What follows belongs to an exercise in optimizing a design on an open flow for small area, a short achievable clock period and few clock cycles; a production flow would make more cautious choices. RTL that was checked went through simulation tests only; none was proved equivalent to the original.

// neuron_pe
module neuron_pe #(
    parameter int N     = 6,
    parameter int BITS  = 16,
    parameter int FRAC  = 8
) (
    input  logic                  clk,
    input  logic                  rst_n,
    input  logic                  load_w,
    input  logic                  start,
    input  logic                  bp,
    input  logic [1:0]            act_sel,
    input  logic [N*BITS-1:0]     x,
    input  logic [N*BITS-1:0]     w,
    input  logic [BITS-1:0]       b,
    input  logic [BITS-1:0]       dz_in,
    input  logic [BITS-1:0]       w_in,
    input  logic [BITS-1:0]       lr,
    output logic                  busy,
    output logic                  done,
    output logic [BITS-1:0]       y,
    output logic [(N+1)*BITS-1:0] w_out
);
For scale: about 2600 cells after synthesis, about 390 I/O pins.
==> flow/config.mk <==
export PLATFORM = sky130hd
export DESIGN_NAME = neuron_pe
export DESIGN_NICKNAME = neuron_pe
export VERILOG_FILES = /design/flow/design.v
export SDC_FILE = /design/flow/constraint.sdc
export NUM_CORES = 4
export LEC_CHECK = 0
export ABC_AREA = 1
export CAP_MARGIN = 20
export CORE_MARGIN = 2
export CORE_UTILIZATION = 40
export CTS_CLUSTER_DIAMETER = 80
export CTS_CLUSTER_SIZE = 30
export SLEW_MARGIN = 70
==> flow/constraint.sdc <==
create_clock -name core_clock -period 22.0 [get_ports {clk}]
set_input_delay 4.4000 -clock core_clock [delete_from_list [all_inputs] [get_ports {clk}]]
set_output_delay 4.4000 -clock core_clock [all_outputs]
set_load 0.01 [all_outputs]
standard.sh (not shown) runs the stock make flow with config.mk's settings and CLKGATE_MAP_FILE= SYNTH_SCRIPT=/design/flow/synth_recipe.tcl, a recipe that flattens the netlist after the stock synthesis.
==> flow/flow/run.sh <==
#!/bin/bash
# Layout flow: the standard ORFS flow (standard synthesis unchanged), with
# the port buffers that global placement inserts made plain buf_1 cells
# instead of the default delay buffers. Every port still gets its buffer.
set -euo pipefail
export BUFFER_PORTS_ARGS="-buffer_cell sky130_fd_sc_hd__buf_1"
bash standard.sh > standard.log 2>&1
Testbench counts at the start, summed over its fixed seeds: cycles 10,392.
Next try:
--- a/flow/design.v
+++ b/flow/design.v
@@ -48,52 +48,55 @@
                  ({16{s[6]}} & d6);
     endfunction
     logic         mode;        
     logic [4:0]   cnt;
     logic         zneg;
     logic [1:0]   act_r;
     word_t        store [0:6];
     word_t        xr    [0:5];
     word_t        lr_r;
     word_t        D;
     word_t        P;
-    logic [23:0]  r0, r1;      
-    logic         c8;
+    logic [15:0]  r0, r1;      
+    logic [7:0]   plo;         
+    logic         c16;
     logic [5:0]   sa_x;        
     logic         sa_p;        
     logic         sa_l;        
     logic [5:0]   sb_w;        
     logic         sb_d;        
     logic         sb_p;        
     logic         rot;         
     logic         s_d;         
     logic         s_b;         
     logic         f_acc;       
     logic         f_fin;       
     logic         b_g;         
     logic         b_t;         
     wire idle = ~busy;
     word_t opa, opb, prod, s_in1, sum;
-    logic [23:0] n_r0, n_r1;
-    logic        n_c8;
+    logic [15:0] n_r0, n_r1;
+    logic [7:0]  n_plo;
+    logic        n_c16;
     always_comb begin
         opa = mux1h7({sa_l, sa_x}, xr[0], xr[1], xr[2], xr[3], xr[4], xr[5], lr_r)
             | ({16{sa_p}} & P);
         opb = mux1h7({sb_d, sb_w}, store[1], store[2], store[3], store[4],
                      store[5], store[6], D)
             | ({16{sb_p}} & P);
         s_in1 = ({16{s_b}} & store[0]) | ({16{s_d}} & D);
         sum = sadd(s_in1, prod);
     end
-    np_pmul_s1 u_s1 (.a(opa), .b(opb), .r0(n_r0), .r1(n_r1), .c8(n_c8));
-    np_pmul_s2 u_s2 (.r0(r0), .r1(r1), .c8(c8), .y(prod));
+    np_pmul_s1 u_s1 (.a(opa), .b(opb), .r0(n_r0), .r1(n_r1), .plo(n_plo),
+                     .c16(n_c16));
+    np_pmul_s2 u_s2 (.r0(r0), .r1(r1), .plo(plo), .c16(c16), .y(prod));
     logic       n_busy, n_mode, n_f, n_b;
     logic [4:0] n_cnt;
     always_comb begin
         if (idle) begin
             n_cnt  = '0;
             n_busy = start & ~load_w;
             n_mode = bp;
         end else begin
             n_cnt  = cnt + 5'd1;
             n_busy = ~done;
             n_mode = mode;
@@ -147,23 +150,24 @@
         sb_d  <= n_b && nb_bd;
         sb_p  <= n_b && nb_bp;
         s_d   <= n_f && n_cnt >= 5'd2;
         s_b   <= (n_f && n_cnt == 5'd1) || n_b;
         f_acc <= n_f && n_cnt >= 5'd1 && n_cnt <= 5'd5;
         b_g   <= n_b && nb_g;
         b_t   <= n_b && nb_t;
     end
     always_ff @(posedge clk) begin
         r0 <= n_r0;
         r1 <= n_r1;
-        c8 <= n_c8;
+        plo <= n_plo;
+        c16 <= n_c16;
         if (idle) begin
             for (int i = 0; i < 6; i++)
                 xr[i] <= x[i*16 +: 16];
             lr_r  <= lr;
             act_r <= act_sel;
             D     <= dz_in;
             P     <= w_in;
         end else begin
             if (f_acc)
                 D <= sum;
             else if (b_g)
@@ -204,25 +208,26 @@
         end
     end
     generate
         for (genvar k = 0; k <= 6; k++) begin : g_wout
             assign w_out[k*16 +: 16] = store[k];
         end
     endgenerate
 endmodule
 module np_pmul_s1 (
     input  logic [15:0] a,
     input  logic [15:0] b,
-    output logic [23:0] r0,
-    output logic [23:0] r1,
-    output logic c8
+    output logic [15:0] r0,
+    output logic [15:0] r1,
+    output logic [7:0] plo,
+    output logic c16
 );
     logic [16:0] bx;
     assign bx = {b, 1'b0};
     logic one0, two0, neg0;
     assign one0 = bx[1] ^ bx[0];
     assign two0 = (bx[2] & ~bx[1] & ~bx[0]) | (~bx[2] & bx[1] & bx[0]);
     assign neg0 = bx[2];
     logic [16:0] pp0;
     assign pp0[0] = ((one0 & a[0]) | (two0 & 1'b0)) ^ neg0;
     assign pp0[1] = ((one0 & a[1]) | (two0 & a[0])) ^ neg0;
     assign pp0[2] = ((one0 & a[2]) | (two0 & a[1])) ^ neg0;
@@ -835,30 +840,33 @@
     assign t219 = t166 ^ t167 ^ 1'b1;
     assign t220 = (t166 & t167) | (t166 & 1'b1) | (t167 & 1'b1);
     logic t221;
     logic t222;
     assign t221 = t168 ^ ~pp6[16] ^ pp7[14];
     assign t222 = (t168 & ~pp6[16]) | (t168 & pp7[14]) | (~pp6[16] & pp7[14]);
     logic t223;
     logic t224;
     assign t223 = pp7[15] ^ 1'b1;
     assign t224 = pp7[15] & 1'b1;
     logic [31:0] s0, s1;
-    logic [8:0] lo;
+    logic [16:0] lo;
     assign s0 = {1'b1, t224, t222, t220, t218, t216, t214, t212, t210, t208, t206, t204, t202, t200, t198, t196, t194, t192, t190, t188, t186, t184, t182, t180, t178, t176, t174, t172, t170, t169, pp0[1], pp0[0]};
     assign s1 = {1'b0, ~pp7[16], t223, t221, t219, t217, t215, t213, t211, t209, t207, t205, t203, t201, t199, t197, t195, t193, t191, t189, t187, t185, t183, t181, t179, t177, t175, t173, t171, neg1, 1'b0, neg0};
-    assign lo = {1'b0, s0[7:0]} + {1'b0, s1[7:0]};
-    assign r0 = s0[31:8];
-    assign r1 = s1[31:8];
-    assign c8 = lo[8];
+    assign lo = {1'b0, s0[15:0]} + {1'b0, s1[15:0]};
+    assign r0 = s0[31:16];
+    assign r1 = s1[31:16];
+    assign plo = lo[15:8];
+    assign c16 = lo[16];
 endmodule
 module np_pmul_s2 (
-    input  logic [23:0] r0,
-    input  logic [23:0] r1,
-    input  logic        c8,
+    input  logic [15:0] r0,
+    input  logic [15:0] r1,
+    input  logic [7:0]  plo,
+    input  logic        c16,
     output logic [15:0] y
 );
     logic [23:0] p;
-    assign p = r0 + r1 + {23'd0, c8};
+    assign p[7:0]  = plo;
+    assign p[23:8] = r0 + r1 + {15'd0, c16};
     wire ovf = ~((&p[23:15]) | ~(|p[23:15]));
     assign y = ovf ? {p[23], {15{~p[23]}}} : p[15:0];
 endmodule
After rerunning:
- routed wire length falls slightly
- sequential cell count fell by 8
- clock skew decreases by 0.0094 ns
- hold slack improved by 0.015 ns
Function not checked in the second run of this note: the RTL went through the layout flow alone.

Setup of main:
Another version of the RTL of neuron_pe (not shown whole).
For scale: roughly 2800 cells after synthesis, ~350 flip-flops, roughly 390 I/O pins, ~23000 um2 of cells after synthesis.
Design neuron_pe, start of the top module:
module neuron_pe #(
    parameter int N     = 6,
    parameter int BITS  = 16,
    parameter int FRAC  = 8
) (
    input  logic                  clk,
    input  logic                  rst_n,
    input  logic                  load_w,
    input  logic                  start,
    input  logic                  bp,
    input  logic [1:0]            act_sel,
    input  logic [N*BITS-1:0]     x,
    input  logic [N*BITS-1:0]     w,
    input  logic [BITS-1:0]       b,
    input  logic [BITS-1:0]       dz_in,
    input  logic [BITS-1:0]       w_in,
    input  logic [BITS-1:0]       lr,
    output logic                  busy,
    output logic                  done,
    output logic [BITS-1:0]       y,
    output logic [(N+1)*BITS-1:0] w_out
);
Settings: LEC_CHECK=0, ABC_AREA=1, CAP_MARGIN=20, CORE_MARGIN=2, CORE_UTILIZATION=40, SLEW_MARGIN=70; clock period 22.0 ns.
Scripts as last shown in full above: flow/flow/run.sh
Setup changes, main to the feature branch
--- a/flow/design.v
+++ b/flow/design.v
@@ -14,35 +14,27 @@
     input  logic [BITS-1:0]       b,
     input  logic [BITS-1:0]       dz_in,
     input  logic [BITS-1:0]       w_in,
     input  logic [BITS-1:0]       lr,
     output logic                  busy,
     output logic                  done,
     output logic [BITS-1:0]       y,
     output logic [(N+1)*BITS-1:0] w_out
 );
     typedef logic signed [15:0] word_t;
-    function automatic word_t sadd_cs(input word_t a, input logic [23:0] p,
-                                      input logic [23:0] r0,
-                                      input logic [23:0] r1, input logic c8);
-        logic [15:0] s;
-        logic        ovf_p, ovf_s;
-        word_t       r_ovf, r_nov;
-        ovf_p = p[23:15] != {9{p[23]}};
-        s     = a + r0[15:0] + r1[15:0] + {15'd0, c8};
-        ovf_s = (a[15] == p[15]) && (s[15] != a[15]);
-        r_nov = ovf_s ? {a[15], {15{~a[15]}}} : s;
-        if (p[23])
-            r_ovf = a[15] ? 16'sh8000 : (a ^ 16'sh8000);
+    function automatic word_t sadd(input word_t a, input word_t c);
+        logic signed [16:0] s;
+        s = {a[15], a} + {c[15], c};
+        if (s[16] != s[15])
+            sadd = {s[16], {15{~s[16]}}};
         else
-            r_ovf = a[15] ? (a + 16'sh7fff) : 16'sh7fff;
-        sadd_cs = ovf_p ? r_ovf : r_nov;
+            sadd = s[15:0];
     endfunction
     function automatic word_t act_gate(input logic [1:0] a, input logic neg,
                                        input word_t v);
         act_gate = v;
         if (neg && (a != 2'b00)) begin
             if (a == 2'b10)
                 act_gate = v >>> 3;
             else
                 act_gate = '0;
         end
@@ -74,36 +66,33 @@
     logic         sb_p;        
     logic         rot;         
     logic         s_d;         
     logic         s_b;         
     logic         f_acc;       
     logic         f_fin;       
     logic         b_g;         
     logic         b_t;         
     wire idle = ~busy;
     word_t opa, opb, prod, s_in1, sum;
-    logic [23:0] p24;
     logic [23:0] n_r0, n_r1;
     logic        n_c8;
     always_comb begin
         opa = mux1h7({sa_l, sa_x}, xr[0], xr[1], xr[2], xr[3], xr[4], xr[5], lr_r)
             | ({16{sa_p}} & P);
         opb = mux1h7({sb_d, sb_w}, store[1], store[2], store[3], store[4],
                      store[5], store[6], D)
             | ({16{sb_p}} & P);
         s_in1 = ({16{s_b}} & store[0]) | ({16{s_d}} & D);
-        p24 = r0 + r1 + {23'd0, c8};
-        prod = (p24[23:15] != {9{p24[23]}}) ? {p24[23], {15{~p24[23]}}}
-                                             : p24[15:0];
-        sum = sadd_cs(s_in1, p24, r0, r1, c8);
+        sum = sadd(s_in1, prod);
     end
     np_pmul_s1 u_s1 (.a(opa), .b(opb), .r0(n_r0), .r1(n_r1), .c8(n_c8));
+    np_pmul_s2 u_s2 (.r0(r0), .r1(r1), .c8(c8), .y(prod));
     logic       n_busy, n_mode, n_f, n_b;
     logic [4:0] n_cnt;
     always_comb begin
         if (idle) begin
             n_cnt  = '0;
             n_busy = start & ~load_w;
             n_mode = bp;
         end else begin
             n_cnt  = cnt + 5'd1;
             n_busy = ~done;
@@ -195,30 +184,30 @@
                 store[k] <= '0;
         end else begin
             busy <= n_busy;
             mode <= n_mode;
             cnt  <= n_cnt;
             done <= f_fin || (busy && mode && cnt == 5'd15);
             if (f_fin) begin
                 y    <= act_gate(act_r, sum[15], sum);
                 zneg <= sum[15];
             end
-            if (rot) begin
-                for (int k = 0; k < 6; k++)
-                    store[k] <= store[k + 1];
-                store[6] <= sum;
-            end
             if (idle && load_w) begin
                 store[0] <= b;
                 for (int i = 0; i < 6; i++)
                     store[i + 1] <= w[i*16 +: 16];
             end
+            if (rot) begin
+                for (int k = 0; k < 6; k++)
+                    store[k] <= store[k + 1];
+                store[6] <= sum;
+            end
         end
     end
     generate
         for (genvar k = 0; k <= 6; k++) begin : g_wout
             assign w_out[k*16 +: 16] = store[k];
         end
     endgenerate
 endmodule
 module np_pmul_s1 (
     input  logic [15:0] a,
@@ -855,10 +844,21 @@
     assign t224 = pp7[15] & 1'b1;
     logic [31:0] s0, s1;
     logic [8:0] lo;
     assign s0 = {1'b1, t224, t222, t220, t218, t216, t214, t212, t210, t208, t206, t204, t202, t200, t198, t196, t194, t192, t190, t188, t186, t184, t182, t180, t178, t176, t174, t172, t170, t169, pp0[1], pp0[0]};
     assign s1 = {1'b0, ~pp7[16], t223, t221, t219, t217, t215, t213, t211, t209, t207, t205, t203, t201, t199, t197, t195, t193, t191, t189, t187, t185, t183, t181, t179, t177, t175, t173, t171, neg1, 1'b0, neg0};
     assign lo = {1'b0, s0[7:0]} + {1'b0, s1[7:0]};
     assign r0 = s0[31:8];
     assign r1 = s1[31:8];
     assign c8 = lo[8];
 endmodule
+module np_pmul_s2 (
+    input  logic [23:0] r0,
+    input  logic [23:0] r1,
+    input  logic        c8,
+    output logic [15:0] y
+);
+    logic [23:0] p;
+    assign p = r0 + r1 + {23'd0, c8};
+    wire ovf = ~((&p[23:15]) | ~(|p[23:15]));
+    assign y = ovf ? {p[23], {15{~p[23]}}} : p[15:0];
+endmodule
## What came out
Of the two candidates, main has the better setup slack and the feature branch the worse one.
The feature branch vs main — die footprint dropped by a few percent
The feature branch reports its category of the critical setup timing path as register to register while main reports input port to register.
Antenna diode instance count delta for the feature branch relative to main: 5 higher
When the final numbers for main and the feature branch were put side by side, the global-route usage turned out to be smaller in the feature branch.
Higher global routing met3 resource utilization goes to the feature branch over main.
Testbench counts of the feature branch, summed over its fixed seeds: cycles 10,392.
No functional check of the RTL was part of main.

==> what the ideal ports hide <==
How much do the figures lean on ideal ports? The routed layouts below were timed once more, with nothing changed but the port constraints.
Step 1 (the two cells are an assumption about what drives the block):
set clk [get_ports {clk}]
set_driving_cell -lib_cell sky130_fd_sc_hd__clkbuf_16 $clk
set_driving_cell -lib_cell sky130_fd_sc_hd__buf_2 [delete_from_list [all_inputs] $clk]
Step 2 also shifts input and output timing later by t, the mid clock arrival at the registers, as if the neighbouring blocks saw the same clock.
a / b / c = ideal / step 1 / step 2; a / b = the first two.
run | shift t [ns] | setup WS [ns] | worst setup path after step 2 | clock arrival spread, ns | slew at the worst register clock pin (ns)
the first run of note 1 | 0.635 | 16.263 / 16.206 / 15.721 | input to register | 0.044 / 0.044 | 0.11 / 0.11
the second run of note 1 | 0.646 | 15.659 / 15.659 / 15.659 | register to register | 0.038 / 0.038 | 0.11 / 0.11
main | 0.621 | 16.242 / 16.243 / 15.658 | input to register | 0.044 / 0.043 | 0.06 / 0.06
the feature branch | 0.622 | 16.192 / 16.192 / 15.729 | input to register | 0.022 / 0.022 | 0.06 / 0.06
After both steps every run listed still meets setup and hold. For main, which loses most, drivers alone change the setup slack by +0.001 ns; drivers and shift together by -0.584 ns.
